This is an optimization exercise on Yosys and OpenROAD, whose aim is small area and a short achievable clock period, not a production implementation.
In this exercise RTL edits were held to simulation tests only and were not proved equivalent to the original.

## md_unit
module md_unit #(
    parameter int MUL_LAT = 5,
    parameter int DIV_LAT = 10
) (
    input  logic        clk,
    input  logic        resetn,
    input  logic        start,
    input  logic        valid,
    input  logic [2:0]  op,
    input  logic [31:0] A,
    input  logic [31:0] B,
    output logic        busy,
    output logic [31:0] HI,
    output logic [31:0] LO
);
    logic        busy_q;
    logic [3:0]  cnt_q;
    logic        isdiv_q;    
    logic        sgn_q;      
    logic        first_q;    
    logic        last_q;     
    logic        ybit_q;     
    logic        negq_q;     
    logic        negr_q;     
    logic        q31_q, q30_q;  
    logic        sb_q;       
    logic [31:0] hi_q, lo_q;
    logic [31:0] m_q;        
    logic [31:0] sh_q;       
    logic [34:0] acc_q;      
    logic fire, last;
    assign fire = start & valid & ~busy_q;
    assign last = busy_q & last_q;
    function automatic logic [35:0] rca35(input logic [34:0] a, input logic [34:0] b,
                                          input logic ci);
        logic c;
        logic [35:0] o;
        c = ci;
        for (int j = 0; j < 35; j++) begin
            o[j] = a[j] ^ b[j] ^ c;
            c    = (a[j] & b[j]) | (c & (a[j] ^ b[j]));
        end
        o[35] = c;
        rca35 = o;
    endfunction
    function automatic logic [36:0] bk_carry(input logic [35:0] g_in, input logic [35:0] p_in,
                                             input logic ci);
        logic [35:0] g, p;
        logic [36:0] c;
        g = g_in; p = p_in;
        g[0] = g[0] | (p[0] & ci);
        for (int l = 0; l < 6; l++)
            for (int j = 0; j < 36; j++)
                if ((j % (2 << l)) == (2 << l) - 1) begin
                    g[j] = g[j] | (p[j] & g[j - (1 << l)]);
                    p[j] = p[j] & p[j - (1 << l)];
                end
        for (int l = 4; l >= 0; l--)
            for (int j = 0; j < 36; j++)
                if (j >= (3 << l) - 1 && ((j + 1) % (2 << l)) == (1 << l)) begin
                    g[j] = g[j] | (p[j] & g[j - (1 << l)]);
                    p[j] = p[j] & p[j - (1 << l)];
                end
        c[0] = ci;
        for (int j = 0; j < 36; j++) c[j+1] = g[j];
        bk_carry = c;
    endfunction
    function automatic logic [31:0] cneg(input logic [31:0] x, input logic n);
  ...
For scale: ~2500 cells after synthesis, roughly 180 flip-flops, roughly 0.020 mm^2 of cells after synthesis.
==> flow/config.mk <==
export PLATFORM = sky130hd
export DESIGN_NAME = md_unit
export DESIGN_NICKNAME = md_unit
export VERILOG_FILES = /design/flow/design.v
export SDC_FILE = /design/flow/constraint.sdc
export NUM_CORES = 4
export LEC_CHECK = 0
export ABC_AREA = 1
export CAP_MARGIN = 60
export CORE_MARGIN = 2
export CORE_UTILIZATION = 65
export PLACE_DENSITY = 0.75
export SLEW_MARGIN = 60
export BUFFER_PORTS_ARGS = -inputs -buffer_cell sky130_fd_sc_hd__buf_2
export PRE_GLOBAL_PLACE_TCL = /design/flow/flow/outbuf.tcl
export CTS_ARGS = -sink_clustering_enable -repair_clock_nets -dont_use_dummy_load
==> flow/constraint.sdc <==
create_clock -name core_clock -period 110.0 [get_ports {clk}]
set_input_delay 22.0000 -clock core_clock [delete_from_list [all_inputs] [get_ports {clk}]]
set_output_delay 22.0000 -clock core_clock [all_outputs]
set_load 0.01 [all_outputs]
standard.sh (not shown) runs the stock make flow with config.mk's settings and CLKGATE_MAP_FILE= SYNTH_SCRIPT=/design/flow/synth_recipe.tcl, a recipe that flattens the netlist after the stock synthesis.
==> flow/flow/run.sh <==
#!/bin/bash
set -euo pipefail
here=$(pwd)
cat >> config.mk <<EOF
export BUFFER_PORTS_ARGS = -inputs -buffer_cell sky130_fd_sc_hd__buf_2
export PRE_GLOBAL_PLACE_TCL = $here/flow/outbuf.tcl
export CTS_ARGS = -sink_clustering_enable -repair_clock_nets -dont_use_dummy_load
EOF
bash standard.sh > standard.log 2>&1
==> flow/flow/outbuf.tcl <==
buffer_ports -outputs -buffer_cell sky130_fd_sc_hd__buf_1
The baseline finished with timing, DRC and antenna clean.
Rerun with:
--- a/flow/flow/run.sh
+++ b/flow/flow/run.sh
@@ -7 +7 @@
-export CTS_ARGS = -sink_clustering_enable -repair_clock_nets -dont_use_dummy_load
+export CTS_ARGS = -sink_clustering_enable -repair_clock_nets -dont_use_dummy_load -sink_clustering_size 30 -sink_clustering_max_diameter 100
CTS_ARGS = -sink_clustering_enable -repair_clock_nets -dont_use_dummy_load -sink_clustering_size 30 -sink_clustering_max_diameter 100   (was -sink_clustering_enable -repair_clock_nets -dont_use_dummy_load)
After rerunning: The new run finished clean. Setup slack does not change. Cell count does not change. Fmax does not change.
Rerun with:
--- a/flow/flow/run.sh
+++ b/flow/flow/run.sh
@@ -7 +7 @@
-export CTS_ARGS = -sink_clustering_enable -repair_clock_nets -dont_use_dummy_load -sink_clustering_size 30 -sink_clustering_max_diameter 100
+export CTS_ARGS = -sink_clustering_enable -repair_clock_nets -dont_use_dummy_load
CAP_MARGIN = 66   (was 60)
CTS_ARGS = -sink_clustering_enable -repair_clock_nets -dont_use_dummy_load   (was -sink_clustering_enable -repair_clock_nets -dont_use_dummy_load -sink_clustering_size 30 -sink_clustering_max_diameter 100)
SLEW_MARGIN = 66   (was 60)
Outcome: Worst hold slack hardly moves; sequential cell count is unchanged; maximum frequency is about the same; final cell count hardly moves.
Rerun with:
CAP_MARGIN = 55   (was 66)
SLEW_MARGIN = 55   (was 66)
The new run passed the timing, design-rule and antenna checks.
Sequential share of layout area goes up by 0.20 points.
Cell count hardly moves.
Register-to-register slack degrades by 0.05 ns.
Cell area goes down by 0.98%.
Worst hold slack stays flat.
Routed wire length is about the same.
First-iteration DRC count goes up by 11%.
Via count barely changes.
Sequential cell count is unchanged.


Another version of the RTL of md_unit (not shown whole).
For scale: roughly 2600 cells after synthesis, roughly 170 flip-flops, ~140 I/O pins, about 0.020 mm² of cells after synthesis.
Settings: LEC_CHECK=0, ABC_AREA=1, CAP_MARGIN=60, CORE_MARGIN=2, CORE_UTILIZATION=65, PLACE_DENSITY=0.75, SLEW_MARGIN=60, BUFFER_PORTS_ARGS=-buffer_cell sky130_fd_sc_hd__buf_2, CTS_ARGS=-sink_clustering_enable -repair_clock_nets -dont_use_dummy_load, PRE_RESIZE_TCL=/design/flow/flow/fanout.tcl; clock period 110.0 ns.
==> flow/flow/run.sh <==
#!/bin/bash
set -euo pipefail
here=$(pwd)
echo 'set_max_fanout 10 [current_design]' > flow/fanout.tcl
cat >> config.mk <<EOF
export BUFFER_PORTS_ARGS = -buffer_cell sky130_fd_sc_hd__buf_2
export CTS_ARGS = -sink_clustering_enable -repair_clock_nets -dont_use_dummy_load
export PRE_RESIZE_TCL = $here/flow/fanout.tcl
EOF
bash standard.sh > standard.log 2>&1
==> flow/flow/fanout.tcl <==
set_max_fanout 10 [current_design]
Change:
==> flow/flow/run.sh (replaced) <==
#!/bin/bash
set -euo pipefail
echo 'export BUFFER_PORTS_ARGS = -buffer_cell sky130_fd_sc_hd__buf_2' >> config.mk
bash standard.sh > standard.log 2>&1
==> flow/config.mk (replaced) <==
export PLATFORM = sky130hd
export DESIGN_NAME = md_unit
export DESIGN_NICKNAME = md_unit
export VERILOG_FILES = /design/flow/design.v
export SDC_FILE = /design/flow/constraint.sdc
export NUM_CORES = 4
export LEC_CHECK = 0
export ABC_AREA = 1
export CAP_MARGIN = 72
export CORE_MARGIN = 2
export CORE_UTILIZATION = 40
export SLEW_MARGIN = 72
export BUFFER_PORTS_ARGS = -buffer_cell sky130_fd_sc_hd__buf_2
removed: flow/flow/fanout.tcl
Setup slack is better by 3500 ps.
Cell count increases by 4.0%.
Worst hold slack gets worse by 23 ps.
Change:
==> flow/flow/run.sh (replaced) <==
#!/bin/bash
set -euo pipefail
cat >> config.mk <<'EOF'
export BUFFER_PORTS_ARGS = -buffer_cell sky130_fd_sc_hd__buf_1
export CTS_ARGS = -sink_clustering_enable -repair_clock_nets -dont_use_dummy_load
EOF
bash standard.sh > standard.log 2>&1
--- a/flow/config.mk
+++ b/flow/config.mk
@@ -8,6 +8,9 @@
 export ABC_AREA = 1
-export CAP_MARGIN = 72
+export CAP_MARGIN = 60
 export CORE_MARGIN = 2
-export CORE_UTILIZATION = 40
-export SLEW_MARGIN = 72
-export BUFFER_PORTS_ARGS = -buffer_cell sky130_fd_sc_hd__buf_2
+export CORE_UTILIZATION = 65
+export CTS_CLUSTER_SIZE = 30
+export PLACE_DENSITY = 0.75
+export SLEW_MARGIN = 60
+export BUFFER_PORTS_ARGS = -buffer_cell sky130_fd_sc_hd__buf_1
+export CTS_ARGS = -sink_clustering_enable -repair_clock_nets -dont_use_dummy_load
The changed run finished with timing, DRC and antenna clean.
Cell area is lower by 5.2%.
Non-clock buffer count came out lower by 30.
Hold slack is better by 13 ps.
Setup slack improved by 120 ps.
Change:
--- a/flow/config.mk
+++ b/flow/config.mk
@@ -11,3 +11,3 @@
 export CORE_UTILIZATION = 65
-export CTS_CLUSTER_SIZE = 30
+export CTS_CLUSTER_SIZE = 60
 export PLACE_DENSITY = 0.75
- The new run completed with no timing, DRC or antenna violations
- wire length stays the same
- worst setup slack is unchanged
- register-to-register slack is about the same
- core utilization does not change
Change:
==> flow/flow/run.sh (replaced) <==
#!/bin/bash
set -euo pipefail
cat >> config.mk <<'EOF'
export BUFFER_PORTS_ARGS = -buffer_cell sky130_fd_sc_hd__buf_2
export CTS_ARGS = -sink_clustering_enable -repair_clock_nets -dont_use_dummy_load
EOF
bash standard.sh > standard.log 2>&1
--- a/flow/config.mk
+++ b/flow/config.mk
@@ -11,6 +11,5 @@
 export CORE_UTILIZATION = 65
-export CTS_CLUSTER_SIZE = 60
 export PLACE_DENSITY = 0.75
 export SLEW_MARGIN = 60
-export BUFFER_PORTS_ARGS = -buffer_cell sky130_fd_sc_hd__buf_1
+export BUFFER_PORTS_ARGS = -buffer_cell sky130_fd_sc_hd__buf_2
 export CTS_ARGS = -sink_clustering_enable -repair_clock_nets -dont_use_dummy_load
Worst hold slack loses 6.4 ps.
Via count stays flat.
Non-clock buffer count is higher by 4.
Worst setup slack gets better by 69 ps.
Die area stays the same.
Area after synthesis does not change.


Setup of main:
md_unit, a different RTL version from the one above (not shown whole).
For scale: roughly 2,500 cells after synthesis, ~170 flip-flops, about 0.020 mm2 of cells after synthesis.
==> flow/design.v (excerpt) <==
module md_unit #(
    parameter int MUL_LAT = 5,
    parameter int DIV_LAT = 10
) (
    input  logic        clk,
    input  logic        resetn,
    input  logic        start,
    input  logic        valid,
    input  logic [2:0]  op,
    input  logic [31:0] A,
    input  logic [31:0] B,
    output logic        busy,
    output logic [31:0] HI,
    output logic [31:0] LO
);
export LEC_CHECK = 0
export ABC_AREA = 1
export CAP_MARGIN = 60
export CORE_MARGIN = 2
export CORE_UTILIZATION = 65
export PLACE_DENSITY = 0.75
export SLEW_MARGIN = 60
export BUFFER_PORTS_ARGS = -buffer_cell sky130_fd_sc_hd__buf_1
export CTS_ARGS = -sink_clustering_enable -repair_clock_nets -dont_use_dummy_load
create_clock -name core_clock -period 110.0 [get_ports {clk}]
==> flow/flow/run.sh <==
#!/bin/bash
set -euo pipefail
cat >> config.mk <<'EOF'
export BUFFER_PORTS_ARGS = -buffer_cell sky130_fd_sc_hd__buf_1
export CTS_ARGS = -sink_clustering_enable -repair_clock_nets -dont_use_dummy_load
EOF
bash standard.sh > standard.log 2>&1
[inputs] the feature branch vs main
# main
export LEC_CHECK = 0
export ABC_AREA = 1
export CAP_MARGIN = 60
export CORE_MARGIN = 2
export CORE_UTILIZATION = 65
export PLACE_DENSITY = 0.75
export SLEW_MARGIN = 60
export BUFFER_PORTS_ARGS = -buffer_cell sky130_fd_sc_hd__buf_1
export CTS_ARGS = -sink_clustering_enable -repair_clock_nets -dont_use_dummy_load
create_clock -name core_clock -period 110.0 [get_ports {clk}]
# the feature branch
export LEC_CHECK = 0
export ABC_AREA = 1
export CAP_MARGIN = 60
export CORE_MARGIN = 2
export CORE_UTILIZATION = 65
export PLACE_DENSITY = 0.75
export SLEW_MARGIN = 60
export BUFFER_PORTS_ARGS = -inputs -buffer_cell sky130_fd_sc_hd__buf_2
export PRE_GLOBAL_PLACE_TCL = /design/flow/flow/outbuf.tcl
export CTS_ARGS = -sink_clustering_enable -repair_clock_nets -dont_use_dummy_load
create_clock -name core_clock -period 110.0 [get_ports {clk}]
==> flow/flow/run.sh <==
#!/bin/bash
set -euo pipefail
here=$(pwd)
cat >> config.mk <<EOF
export BUFFER_PORTS_ARGS = -inputs -buffer_cell sky130_fd_sc_hd__buf_2
export PRE_GLOBAL_PLACE_TCL = $here/flow/outbuf.tcl
export CTS_ARGS = -sink_clustering_enable -repair_clock_nets -dont_use_dummy_load
EOF
bash standard.sh > standard.log 2>&1
==> flow/flow/outbuf.tcl (new file) <==
buffer_ports -outputs -buffer_cell sky130_fd_sc_hd__buf_1
Results
Area share of and/or/nand/nor cells after synthesis: main vs the feature branch identical. Against main, met3 wire length in the feature branch fell by a few percent. The feature branch vs main, slew at the pin with the worst max-slew slack went down by 0.013 ns. As far as synthesized-area fraction occupied by ao, oa, aoi and oai cells goes, main and the feature branch are indistinguishable; the numbers are identical. Going from main to the feature branch, final area now smaller; post-route minimum period went down.


== sierra ==
RTL: one of the versions met above, not the one the previous note started from.
Size in the first run: roughly 2,600 cells after synthesis, roughly 140 I/O pins.
==> flow/config.mk <==
export PLATFORM = sky130hd
export DESIGN_NAME = md_unit
export DESIGN_NICKNAME = md_unit
export VERILOG_FILES = /design/flow/design.v
export SDC_FILE = /design/flow/constraint.sdc
export NUM_CORES = 4
export LEC_CHECK = 0
export ABC_AREA = 1
export CAP_MARGIN = 60
export CORE_MARGIN = 2
export CORE_UTILIZATION = 70
export PLACE_DENSITY = 0.8
export SLEW_MARGIN = 60
export BUFFER_PORTS_ARGS = -buffer_cell sky130_fd_sc_hd__buf_2
==> flow/constraint.sdc <==
create_clock -name core_clock -period 110.0 [get_ports {clk}]
set_input_delay 22.0000 -clock core_clock [delete_from_list [all_inputs] [get_ports {clk}]]
set_output_delay 22.0000 -clock core_clock [all_outputs]
set_load 0.01 [all_outputs]
==> flow/flow/run.sh <==
#!/bin/bash
set -euo pipefail
echo 'export BUFFER_PORTS_ARGS = -buffer_cell sky130_fd_sc_hd__buf_2' >> config.mk
bash standard.sh > standard.log 2>&1
diff inputs: sierra => onyx
- CORE_UTILIZATION changed from 70 to 65
- PLACE_DENSITY changed from 0.8 to 0.75
- BUFFER_PORTS_ARGS changed from -buffer_cell sky130_fd_sc_hd__buf_2 to -buffer_cell sky130_fd_sc_hd__buf_1
- CTS_ARGS newly set to -sink_clustering_enable -repair_clock_nets -dont_use_dummy_load
==> flow/flow/run.sh <==
#!/bin/bash
set -euo pipefail
cat >> config.mk <<'EOF'
export BUFFER_PORTS_ARGS = -buffer_cell sky130_fd_sc_hd__buf_1
export CTS_ARGS = -sink_clustering_enable -repair_clock_nets -dont_use_dummy_load
EOF
bash standard.sh > standard.log 2>&1
Results
Full die area ends up higher on onyx. From sierra to onyx, I/O pin total did not move at all. Delta (onyx minus sierra): aggregate global-route resource usage has decreased, critical path depth has increased, first-pass GRT wire length has increased. Cell depth of the worst flop-to-flop path: onyx vs sierra up about 4%.
Edits applied to the flow inputs when going from onyx to fjord:
- PLACE_DENSITY: 0.75 -> unset
- CORE_UTILIZATION: 65 -> 40
- CTS_ARGS: -sink_clustering_enable -repair_clock_nets -dont_use_dummy_load -> unset
- BUFFER_PORTS_ARGS: -buffer_cell sky130_fd_sc_hd__buf_1 -> -buffer_cell sky130_fd_sc_hd__buf_2
==> flow/flow/run.sh <==
#!/bin/bash
set -euo pipefail
echo 'export BUFFER_PORTS_ARGS = -buffer_cell sky130_fd_sc_hd__buf_2' >> config.mk
bash standard.sh > standard.log 2>&1
- onyx finished all stages; the layout is clean.
- Both conditions hold for fjord: the flow ran to the end and the final layout passed the timing, design-rule and antenna checks.
- On worst-case register-to-register setup slack, the lower figure sits with fjord, not onyx.
- fjord ends up with a routed wire length that is about 5.4% higher than in onyx.
- Diff onyx -> fjord | fraction of area in clock buffers and inverters | increase of 0.70 points
- Clock skew, fjord and onyx: larger value in onyx
- The core of fjord is less densely filled than that of onyx.
- In the metrics for fjord and onyx, the one carrying the higher wire length on met3 is onyx.
- Quantity of hold-fixing buffers added after cts of onyx is on par with fjord.

## static timing again, ports no longer ideal
The flow's constraints put no driver on any port. The routed layouts listed below were extracted and timed again, unchanged, in two steps.
Step 1, drivers: a clkbuf_16 drives clk and a buf_2 each remaining input, both assumed.
Step 2 also shifts input and output timing later by t, the mid clock arrival at the registers, as if the neighbouring blocks saw the same clock.
Slacks: ideal ports / drivers / drivers and shift; pairs: ideal ports / drivers.
run | t (ns) | setup WS [ns] | hold slack, ns | latest minus earliest clock arrival (ns) | worst data-port slew with drivers (ns)
the first run of note 1 | 0.508 | 86.978 / 86.922 / 86.510 | 0.448 / 0.448 / 0.448 | 0.019 / 0.020 | 0.04
the second run of note 1 | 0.508 | 86.978 / 86.922 / 86.510 | 0.448 / 0.448 / 0.448 | 0.019 / 0.020 | 0.04
the third run of note 1 | 0.502 | 86.993 / 86.937 / 86.591 | 0.447 / 0.447 / 0.447 | 0.020 / 0.020 | 0.04
the fourth run of note 1 | 0.510 | 86.885 / 86.913 / 86.403 | 0.449 / 0.449 / 0.449 | 0.022 / 0.022 | 0.04
the first run of note 2 | 0.506 | 83.118 / 83.154 / 82.648 | 0.446 / 0.446 / 0.446 | 0.025 / 0.025 | 0.05
the second run of note 2 | 0.571 | 86.663 / 86.687 / 86.132 | 0.423 / 0.423 / 0.423 | 0.015 / 0.015 | 0.05
the third run of note 2 | 0.510 | 86.780 / 86.817 / 86.307 | 0.435 / 0.435 / 0.435 | 0.029 / 0.029 | 0.06
the fourth run of note 2 | 0.510 | 86.780 / 86.817 / 86.307 | 0.435 / 0.435 / 0.435 | 0.029 / 0.029 | 0.06
the fifth run of note 2 | 0.516 | 86.849 / 86.823 / 86.370 | 0.429 / 0.429 / 0.429 | 0.027 / 0.028 | 0.04
main | 0.506 | 86.620 / 86.651 / 86.145 | 0.445 / 0.445 / 0.445 | 0.025 / 0.025 | 0.05
the feature branch | 0.512 | 86.717 / 86.750 / 86.239 | 0.457 / 0.457 / 0.457 | 0.022 / 0.023 | 0.04
sierra | 0.534 | 86.698 / 86.734 / 86.200 | 0.427 / 0.427 / 0.427 | 0.017 / 0.017 | 0.06
onyx | 0.510 | 86.780 / 86.817 / 86.307 | 0.435 / 0.435 / 0.435 | 0.029 / 0.029 | 0.06
fjord | 0.570 | 86.383 / 86.425 / 85.855 | 0.433 / 0.433 / 0.433 | 0.017 / 0.018 | 0.05
After both steps setup and hold are still met in every run listed. For the second run of note 2, which loses most, drivers alone change the setup slack by +0.024 ns; drivers and shift together by -0.531 ns.
